This design comes from an exercise in tuning for small area on the open sky130 flow, not from production work. Only simulation tests tie the RTL to the original design; equivalence was not proved. Power is estimated from default activity; no workload was simulated.

## alpha
==> flow/design.v <==
module npl_cell #(
	parameter int DEPTH = 16
) (
	input  logic        clk,
	input  logic [13:0] d,
	output logic [13:0] last,
	output logic [13:0] next
);
	logic [13:0] stage_q [0:DEPTH-1];
	always_ff @(posedge clk) begin
		stage_q[0] <= d;
		for (int s = 1; s < DEPTH; s++)
			stage_q[s] <= stage_q[s-1];
	end
	assign last = stage_q[DEPTH-1];
	assign next = stage_q[DEPTH-2];
endmodule
module npl_ctrl (
	input  logic        clk,
	input  logic        arst_n,
	input  logic        in_valid,
	output logic        in_ready,
	input  logic        in_op,
	input  logic [6:0]  in_pitch,
	input  logic [6:0]  in_velocity,
	output logic        out_valid,
	input  logic        out_ready,
	output logic        out_new_valid,
	output logic [6:0]  out_new_pitch,
	output logic [6:0]  out_new_velocity,
	output logic        out_old_valid,
	output logic [6:0]  out_old_pitch,
	output logic        out_dropped,
	input  logic        cfg_valid,
	output logic        cfg_ready,
	input  logic        cfg_index,
	input  logic [4:0]  cfg_data,
	output logic [13:0] ring_d,
	input  logic [13:0] ring_last,
	input  logic [13:0] ring_next
);
	localparam logic [1:0] ST_IDLE = 2'd0;
	localparam logic [1:0] ST_PASS = 2'd1;
	localparam logic [1:0] ST_DONE = 2'd2;
	logic [1:0]  st_q;
	logic [3:0]  idx_q;
	logic [4:0]  len_q;
	logic [1:0]  mode_q;
	logic [4:0]  mv_q;
	logic        flag_q;
	logic        snd_q;
	logic [6:0]  q;
	logic        gt, lt, eq, outranks;
	logic        in_pass, done, last_cyc, at_v, before_v, past_len, in_len;
	logic        place_now, matched, adv;
	logic        new_ok, old_ok, show;
	assign q        = ring_next[13:7];
	assign gt       = in_pitch > q;
	assign lt       = in_pitch < q;
	assign eq       = in_pitch == q;
	always_comb begin
		case (mode_q)
			2'd0:    outranks = 1'b1;
			2'd1:    outranks = gt;
			2'd2:    outranks = lt;
			default: outranks = 1'b0;
		endcase
	end
	assign in_pass  = (st_q == ST_PASS);
	assign done     = (st_q == ST_DONE);
	assign last_cyc = (idx_q == 4'd15);
	assign at_v     = (idx_q == mv_q[3:0]);
	assign before_v = ({1'b0, idx_q} < mv_q);
	assign in_len   = ({1'b0, idx_q} < len_q);
	assign past_len = len_q[4] ? last_cyc : !in_len;
	assign place_now = !in_op && !flag_q && (past_len || outranks);
	assign matched   = flag_q || (in_len && eq);
	assign adv       = in_pass && (in_op == flag_q);
	always_comb begin
		if (in_pass && place_now)
			ring_d = {in_pitch, in_velocity};
		else if (adv)
			ring_d = ring_next;
		else
			ring_d = ring_last;
	end
	assign show      = done && at_v && out_ready;
	assign in_ready  = show;
	assign out_valid = show;
	assign cfg_ready = 1'b1;
	always_ff @(posedge clk or negedge arst_n) begin
		if (!arst_n) begin
			st_q   <= ST_IDLE;
			idx_q  <= 4'd0;
			len_q  <= 5'd0;
			mode_q <= 2'd0;
			mv_q   <= 5'd0;
			flag_q <= 1'b0;
			snd_q  <= 1'b0;
		end else begin
			idx_q <= idx_q + 4'd1;
			if (cfg_valid) begin
				if (cfg_index)
					mv_q   <= cfg_data;
				else
					mode_q <= cfg_data[1:0];
			end
			case (st_q)
				ST_IDLE: begin
					flag_q <= 1'b0;
					snd_q  <= 1'b0;
					if (in_valid && last_cyc)
						st_q <= ST_PASS;
				end
				ST_PASS: begin
					if (!in_op) begin
						flag_q <= flag_q || place_now;
						snd_q  <= snd_q || (before_v && (eq || place_now));
					end else begin
						flag_q <= matched;
					end
					if (last_cyc) begin
						if (!in_op) begin
							idx_q  <= 4'd1;
							flag_q <= len_q[4];
							if (!len_q[4])
								len_q <= len_q + 5'd1;
							st_q   <= ST_DONE;
						end else begin
							flag_q <= 1'b0;
							if (matched)
								len_q <= len_q - 5'd1;
							else
								st_q  <= ST_DONE;
						end
					end
				end
				default: begin
					if (show)
						st_q <= ST_IDLE;
				end
			endcase
		end
	end
	assign new_ok = in_op ? ((mv_q != 5'd0) && (mv_q <= len_q)) : ((mv_q == 5'd0) || snd_q);
	assign old_ok = !in_op && snd_q && (mv_q < len_q);
	assign out_new_valid                     = new_ok;
	assign {out_new_pitch, out_new_velocity} = !new_ok ? 14'd0 :
	                                           in_op ? ring_last : {in_pitch, in_velocity};
	assign out_old_valid                     = old_ok;
	assign out_old_pitch                     = old_ok ? ring_next[13:7] : 7'd0;
	assign out_dropped                       = !in_op && flag_q;
endmodule
module note_priority_list (
	input  logic       clk,
	input  logic       arst_n,
	input  logic       in_valid,
	output logic       in_ready,
	input  logic       in_op,
	input  logic [6:0] in_pitch,
	input  logic [6:0] in_velocity,
	output logic       out_valid,
	input  logic       out_ready,
	output logic       out_new_valid,
	output logic [6:0] out_new_pitch,
	output logic [6:0] out_new_velocity,
	output logic       out_old_valid,
	output logic [6:0] out_old_pitch,
	output logic       out_dropped,
	input  logic       cfg_valid,
	output logic       cfg_ready,
	input  logic       cfg_index,
	input  logic [4:0] cfg_data
);
	logic [13:0] ring_d;
	logic [13:0] ring_last;
	logic [13:0] ring_next;
	npl_ctrl u_ctrl (
		.clk              (clk),
		.arst_n           (arst_n),
		.in_valid         (in_valid),
		.in_ready         (in_ready),
		.in_op            (in_op),
		.in_pitch         (in_pitch),
		.in_velocity      (in_velocity),
		.out_valid        (out_valid),
		.out_ready        (out_ready),
		.out_new_valid    (out_new_valid),
		.out_new_pitch    (out_new_pitch),
		.out_new_velocity (out_new_velocity),
		.out_old_valid    (out_old_valid),
		.out_old_pitch    (out_old_pitch),
		.out_dropped      (out_dropped),
		.cfg_valid        (cfg_valid),
		.cfg_ready        (cfg_ready),
		.cfg_index        (cfg_index),
		.cfg_data         (cfg_data),
		.ring_d           (ring_d),
		.ring_last        (ring_last),
		.ring_next        (ring_next)
	);
	npl_cell #(
		.DEPTH (16)
	) u_list (
		.clk  (clk),
		.d    (ring_d),
		.last (ring_last),
		.next (ring_next)
	);
endmodule
Settings: LEC_CHECK=0, ABC_AREA=1, CAP_MARGIN=20, CORE_MARGIN=2, CORE_UTILIZATION=40, CTS_BUF_LIST=sky130_fd_sc_hd__clkbuf_8, CTS_CLUSTER_DIAMETER=60, CTS_CLUSTER_SIZE=20, PLACE_DENSITY=0.6, SLEW_MARGIN=20; clock period 5.0 ns.
standard.sh (not shown) runs the stock make flow with config.mk's settings and CLKGATE_MAP_FILE= SYNTH_SCRIPT=/design/flow/synth_recipe.tcl, a recipe that flattens the netlist after the stock synthesis.
==> flow/flow/run.sh <==
#!/bin/bash
# The standard layout with two changes:
# - synthesis maps the logic with an area-only ABC script (flow/area.abc) and without the
#   full/half-adder extraction; everything up to and including flip-flop mapping is unchanged,
#   so the registers keep the standard synthesis's names and cells;
# - the port buffers are plain buf_1 cells.
# make's output goes to flow.log; each ORFS step keeps its own log under orfs/logs.
set -euo pipefail
here=$PWD
# synthesis script: the standard flow's, sourcing a copy of ORFS's synth.tcl whose abc call uses area.abc
sed 's#log_cmd abc {\*}$abc_args$#log_cmd abc -script $::env(NPL_ABC_SCRIPT) {*}$lib_args {*}$lib_dont_use_args#' \
	"$FLOW_HOME/scripts/synth.tcl" > "$here/npl_synth_body.tcl"
grep -q 'NPL_ABC_SCRIPT' "$here/npl_synth_body.tcl"
sed "s#source \$::env(SCRIPTS_DIR)/synth.tcl#source $here/npl_synth_body.tcl#" \
	"$here/synth_recipe.tcl" > "$here/npl_synth.tcl"
grep -q 'npl_synth_body.tcl' "$here/npl_synth.tcl"
bash standard.sh \
	"SYNTH_SCRIPT=$here/npl_synth.tcl" \
	"NPL_ABC_SCRIPT=$here/flow/area.abc" \
	"ADDER_MAP_FILE=" \
	"BUFFER_PORTS_ARGS=-buffer_cell sky130_fd_sc_hd__buf_1" \
	finish > "$here/flow.log" 2>&1
==> flow/flow/area.abc <==
strash
balance
rewrite
refactor
balance
rewrite
rewrite -z
balance
refactor -z
rewrite -z
balance
dch -f
amap
alpha was carried through to the last stage, and its layout satisfied the timing, DRC and antenna checks.
diff inputs: alpha => beta
- CTS_CLUSTER_DIAMETER now 100, was 60
- CTS_CLUSTER_SIZE now 18, was 20
From alpha to beta the numbers moved as follows: total via count in the routed design moved down; cell area went down by 0.40%; highest attainable clock frequency now sits lower; fraction of standard cell area that is sequential grew by 0.28 points; smallest setup slack after layout decreased by 0.037 ns relative to the old numbers. From beta to alpha, critical path buffer and inverter count did not move at all.
diff inputs: beta => gamma
- swapping 18 for 20 in CTS_CLUSTER_SIZE
- swapping 0.6 for 0.85 in PLACE_DENSITY
- swapping 40 for 70 in CORE_UTILIZATION
-- flow/flow/area.abc --
<<< beta, line 10
rewrite -z
balance
dch -f
amap
>>> gamma, line 10
rewrite -z
balance
&get -n
&deepsyn -I 1 -J 100
&put
dch -f
amap
==> comparison <==
- Taking beta as the reference, in gamma worst ir drop on vdd +110%; utilization of the core after routing +32 points; number of logic stages on the critical path including buffering +7; post-layout minimum cycle time -0.11 ns; post-route cell area -220 µm².
- In gamma, the number of buffers other than clock buffers in the final layout came out 1 below the value in beta.
- Taking beta as the reference, in gamma maximum frequency from static timing analysis picked up an extra 6.6 MHz; worst-case setup margin in the final layout rose 0.11 ns; placeable core region -about 43%.
- Compared with beta, gamma shows a lower final worst hold slack.
For delta, these inputs were changed with respect to gamma:
- PLACE_DENSITY changed from 0.85 to 0.6
- CTS_CLUSTER_SIZE changed from 20 to 18
- CORE_UTILIZATION changed from 70 to 40
Results
delta reached the final stage; the timing, DRC and antenna checks on its layout passed.
Diff gamma -> delta: relative contribution of combinational cells to total power did not really move, sequential share of layout area shrank by 1.1 points, overall via count from detail_route lower, non-clock buffer count fell 1, final period demand of the worst path went down by 0.016 ns.
[diff] post-detailed-routing wire length, delta relative to gamma: improvement
Relative to gamma, the via count of the first global-routing pass of delta is lower by 225.
On delta: met1 wire length is 290 µm higher than what gamma gave.
### delta -> epsilon
- CTS_BUF_LIST changed from sky130_fd_sc_hd__clkbuf_8 to sky130_fd_sc_hd__clkbuf_4
- CTS_CLUSTER_SIZE changed from 18 to 10
- CTS_CLUSTER_DIAMETER changed from 100 to 60
==> flow/flow/area.abc <==
strash
balance
rewrite
refactor
balance
rewrite
rewrite -z
balance
refactor -z
rewrite -z
balance
dch -f
amap
==> comparison <==
Summary of the comparison: detailed-route wire length on metal 1 is higher in epsilon, relative to delta. Taking delta as the reference, in epsilon slew at the pin with the worst max-slew slack down 0.11 ns, number of detailed-route iterations in the first pass down 1. u_ctrl.len_q[2] as the launch point of the critical path was reported by epsilon, and in_op by delta.


// note_priority_list: RTL as listed in full above, without the edits since
export LEC_CHECK = 0
export ABC_AREA = 1
export CAP_MARGIN = 20
export CORE_MARGIN = 2
export CORE_UTILIZATION = 40
export CTS_BUF_LIST = sky130_fd_sc_hd__clkbuf_8
export CTS_CLUSTER_DIAMETER = 100
export CTS_CLUSTER_SIZE = 18
export PLACE_DENSITY = 0.6
export SLEW_MARGIN = 20
create_clock -name core_clock -period 5.0 [get_ports {clk}]
==> flow/flow/run.sh <==
#!/bin/bash
# Standard layout, with plain buf_1 cells as the port buffers.
set -euo pipefail
bash standard.sh "BUFFER_PORTS_ARGS=-buffer_cell sky130_fd_sc_hd__buf_1" finish > flow.log 2>&1
The first run passed the timing, DRC and antenna checks.
Edit:
==> flow/flow/run.sh (replaced) <==
#!/bin/bash
# The standard layout with two changes:
# - synthesis maps the logic with an area-only ABC script (flow/area.abc) and without the
#   full/half-adder extraction; everything up to and including flip-flop mapping is unchanged,
#   so the registers keep the standard synthesis's names and cells;
# - the port buffers are plain buf_1 cells.
# make's output goes to flow.log; each ORFS step keeps its own log under orfs/logs.
set -euo pipefail
here=$PWD
# synthesis script: the standard flow's, sourcing a copy of ORFS's synth.tcl whose abc call uses area.abc
sed 's#log_cmd abc {\*}$abc_args$#log_cmd abc -script $::env(NPL_ABC_SCRIPT) {*}$lib_args {*}$lib_dont_use_args#' \
	"$FLOW_HOME/scripts/synth.tcl" > "$here/npl_synth_body.tcl"
grep -q 'NPL_ABC_SCRIPT' "$here/npl_synth_body.tcl"
sed "s#source \$::env(SCRIPTS_DIR)/synth.tcl#source $here/npl_synth_body.tcl#" \
	"$here/synth_recipe.tcl" > "$here/npl_synth.tcl"
grep -q 'npl_synth_body.tcl' "$here/npl_synth.tcl"
bash standard.sh \
	"SYNTH_SCRIPT=$here/npl_synth.tcl" \
	"NPL_ABC_SCRIPT=$here/flow/area.abc" \
	"ADDER_MAP_FILE=" \
	"BUFFER_PORTS_ARGS=-buffer_cell sky130_fd_sc_hd__buf_1" \
	finish > "$here/flow.log" 2>&1
==> flow/flow/area.abc (new file) <==
strash
balance
rewrite
refactor
balance
rewrite
rewrite -z
balance
refactor -z
rewrite -z
balance
dch -f
amap
Settings changed: CTS_BUF_LIST sky130_fd_sc_hd__clkbuf_8 to sky130_fd_sc_hd__clkbuf_16, CTS_CLUSTER_SIZE 18 to 30.
- The new run finished clean
- cell count shrinks by 16%
- worst hold slack got worse by 21 ps
- via count shrinks by 9.8%
- clock power grows by about 20%
- setup slack improved by 230 ps
Edit:
--- a/flow/flow/area.abc
+++ b/flow/flow/area.abc
@@ -11,0 +12,3 @@
+&get -n
+&deepsyn -I 1 -J 100
+&put
Settings changed: CTS_BUF_LIST sky130_fd_sc_hd__clkbuf_16 to sky130_fd_sc_hd__clkbuf_8, CTS_CLUSTER_SIZE 30 to 18, GPL_TIMING_DRIVEN set to 0.
After rerunning:
- maximum frequency went down by about 6%
- final cell count barely changes
- power came out lower by about 24%
- non-clock buffer count grows by 1
- first-iteration DRC count went up by 57%
- die area goes down by 1.6%
- wire length goes down by about 11%
Edit:
==> flow/run.sh (new file) <==
#!/bin/bash
# synth_recipe.tcl (not shown) runs the flow's synth.tcl, then flattens the netlist and writes it again
# the make line also repeats each setting of config.mk as NAME=value (left out here)
make -C /OpenROAD-flow-scripts/flow DESIGN_CONFIG=/design/flow/config.mk WORK_HOME=/design/flow/orfs CLKGATE_MAP_FILE= SYNTH_SCRIPT=/design/flow/synth_recipe.tcl finish
Settings changed: CTS_BUF_LIST sky130_fd_sc_hd__clkbuf_8 to unset, CTS_CLUSTER_DIAMETER 100 to unset, CTS_CLUSTER_SIZE 18 to unset, GPL_TIMING_DRIVEN 0 to unset.
removed: flow/flow/run.sh
removed: flow/flow/area.abc
removed: flow/standard.sh
Final area rises by 23%; via count rises by 18%; synthesized area rises by 11%; routed wire length rises by 25%; combinational power rises by 69%; sequential power rises by about 7%.
Edit:
==> flow/flow/run.sh (new file) <==
#!/bin/bash
# The standard layout with two changes:
# - synthesis maps the logic with an area-only ABC script (flow/area.abc) and without the
#   full/half-adder extraction; everything up to and including flip-flop mapping is unchanged,
#   so the registers keep the standard synthesis's names and cells;
# - the port buffers are plain buf_1 cells.
# make's output goes to flow.log; each ORFS step keeps its own log under orfs/logs.
set -euo pipefail
here=$PWD
# synthesis script: the standard flow's, sourcing a copy of ORFS's synth.tcl whose abc call uses area.abc
sed 's#log_cmd abc {\*}$abc_args$#log_cmd abc -script $::env(NPL_ABC_SCRIPT) {*}$lib_args {*}$lib_dont_use_args#' \
	"$FLOW_HOME/scripts/synth.tcl" > "$here/npl_synth_body.tcl"
grep -q 'NPL_ABC_SCRIPT' "$here/npl_synth_body.tcl"
sed "s#source \$::env(SCRIPTS_DIR)/synth.tcl#source $here/npl_synth_body.tcl#" \
	"$here/synth_recipe.tcl" > "$here/npl_synth.tcl"
grep -q 'npl_synth_body.tcl' "$here/npl_synth.tcl"
bash standard.sh \
	"SYNTH_SCRIPT=$here/npl_synth.tcl" \
	"NPL_ABC_SCRIPT=$here/flow/area.abc" \
	"ADDER_MAP_FILE=" \
	"BUFFER_PORTS_ARGS=-buffer_cell sky130_fd_sc_hd__buf_1" \
	finish > "$here/flow.log" 2>&1
==> flow/flow/area.abc (new file) <==
strash
balance
rewrite
refactor
balance
rewrite
rewrite -z
balance
refactor -z
rewrite -z
balance
dch -f
amap
==> flow/standard.sh (new file) <==
#!/bin/bash
# synth_recipe.tcl (not shown) runs the flow's synth.tcl, then flattens the netlist and writes it again
# the make line also repeats each setting of config.mk as NAME=value (left out here)
make -C /OpenROAD-flow-scripts/flow DESIGN_CONFIG=/design/flow/config.mk WORK_HOME=/design/flow/orfs CLKGATE_MAP_FILE= SYNTH_SCRIPT=/design/flow/synth_recipe.tcl "${@:-finish}"
Settings changed: CAP_MARGIN 20 to 0, CTS_BUF_LIST set to sky130_fd_sc_hd__clkbuf_8, CTS_CLUSTER_DIAMETER set to 100, CTS_CLUSTER_SIZE set to 18, SLEW_MARGIN 20 to 0.
removed: flow/run.sh
What happened: The new run completed without violations; total power shrinks by 11%; worst setup slack is better by 460 ps; routed wire length shrinks by about 10%; flip-flop and latch count does not change; register-to-register slack is worse by 790 ps; first-iteration DRC count shrinks by 15%; core utilization shrinks by 5.1 points; synthesized area shrinks by 8.3%; sequential power grows by 19%.
Edit:
==> flow/run.sh (new file) <==
#!/bin/bash
# synth_recipe.tcl (not shown) runs the flow's synth.tcl, then flattens the netlist and writes it again
# the make line also repeats each setting of config.mk as NAME=value (left out here)
make -C /OpenROAD-flow-scripts/flow DESIGN_CONFIG=/design/flow/config.mk WORK_HOME=/design/flow/orfs CLKGATE_MAP_FILE= SYNTH_SCRIPT=/design/flow/synth_recipe.tcl finish
Settings changed: CAP_MARGIN 0 to 20, SLEW_MARGIN 0 to 20.
removed: flow/flow/run.sh
removed: flow/flow/area.abc
removed: flow/standard.sh
After rerunning: The new run produced a clean layout; sequential power shrinks by about 16%; clock-buffer cell count does not change; routed wire length climbs by 7.7%.

[separate check: timing with driven ports]
The results above use ideal ports. As a check the final layouts listed here were re-extracted and re-timed, cells and wires unchanged.
Step 1 (the two cells are an assumption about what drives the block):
set clk [get_ports {clk}]
set_driving_cell -lib_cell sky130_fd_sc_hd__clkbuf_16 $clk
set_driving_cell -lib_cell sky130_fd_sc_hd__buf_2 [delete_from_list [all_inputs] $clk]
Step 2 adds t to the input delays and takes it off the output delays; t is the mean of the earliest and latest rising clock arrival at the registers after step 1. Input paths then give back, and output paths get back, about the clock's delay inside the block.
Three values: ideal ports, drivers, drivers and shift; two values: the first two.
run	t (ns)	slack for setup (ns)	hold WS [ns]	clock arrival spread, ns	cell pins on the clock port's net
alpha	0.540	1.006 / 0.971 / 1.112	0.318 / 0.318 / 0.318	0.029 / 0.028	1
beta	0.534	0.968 / 0.933 / 1.083	0.320 / 0.320 / 0.320	0.038 / 0.037	1
gamma	0.521	1.073 / 1.071 / 0.550	0.308 / 0.308 / 0.308	0.035 / 0.034	1
delta	0.513	1.089 / 1.052 / 0.880	0.316 / 0.316 / 0.316	0.033 / 0.032	1
epsilon	0.663	0.907 / 0.875 / 1.139	0.298 / 0.290 / 0.313	0.036 / 0.036	1
the first run of note 2	0.524	0.769 / 0.738 / 1.112	0.321 / 0.321 / 0.321	0.021 / 0.021	1
the second run of note 2	0.486	0.996 / 0.957 / 1.095	0.300 / 0.300 / 0.300	0.030 / 0.029	1
the third run of note 2	0.508	0.724 / 0.696 / 0.230	0.313 / 0.313 / 0.313	0.025 / 0.025	1
the fourth run of note 2	0.536	0.505 / 0.466 / 0.850	0.323 / 0.323 / 0.323	0.010 / 0.011	1
the fifth run of note 2	0.534	0.968 / 0.933 / 1.084	0.320 / 0.320 / 0.320	0.037 / 0.037	1
the sixth run of note 2	0.522	0.574 / 0.539 / 0.873	0.316 / 0.316 / 0.316	0.033 / 0.033	1
After both steps every run listed still meets setup and hold. The setup slack of gamma, which loses most, moves by -0.002 ns with the drivers and by -0.523 ns with both steps.
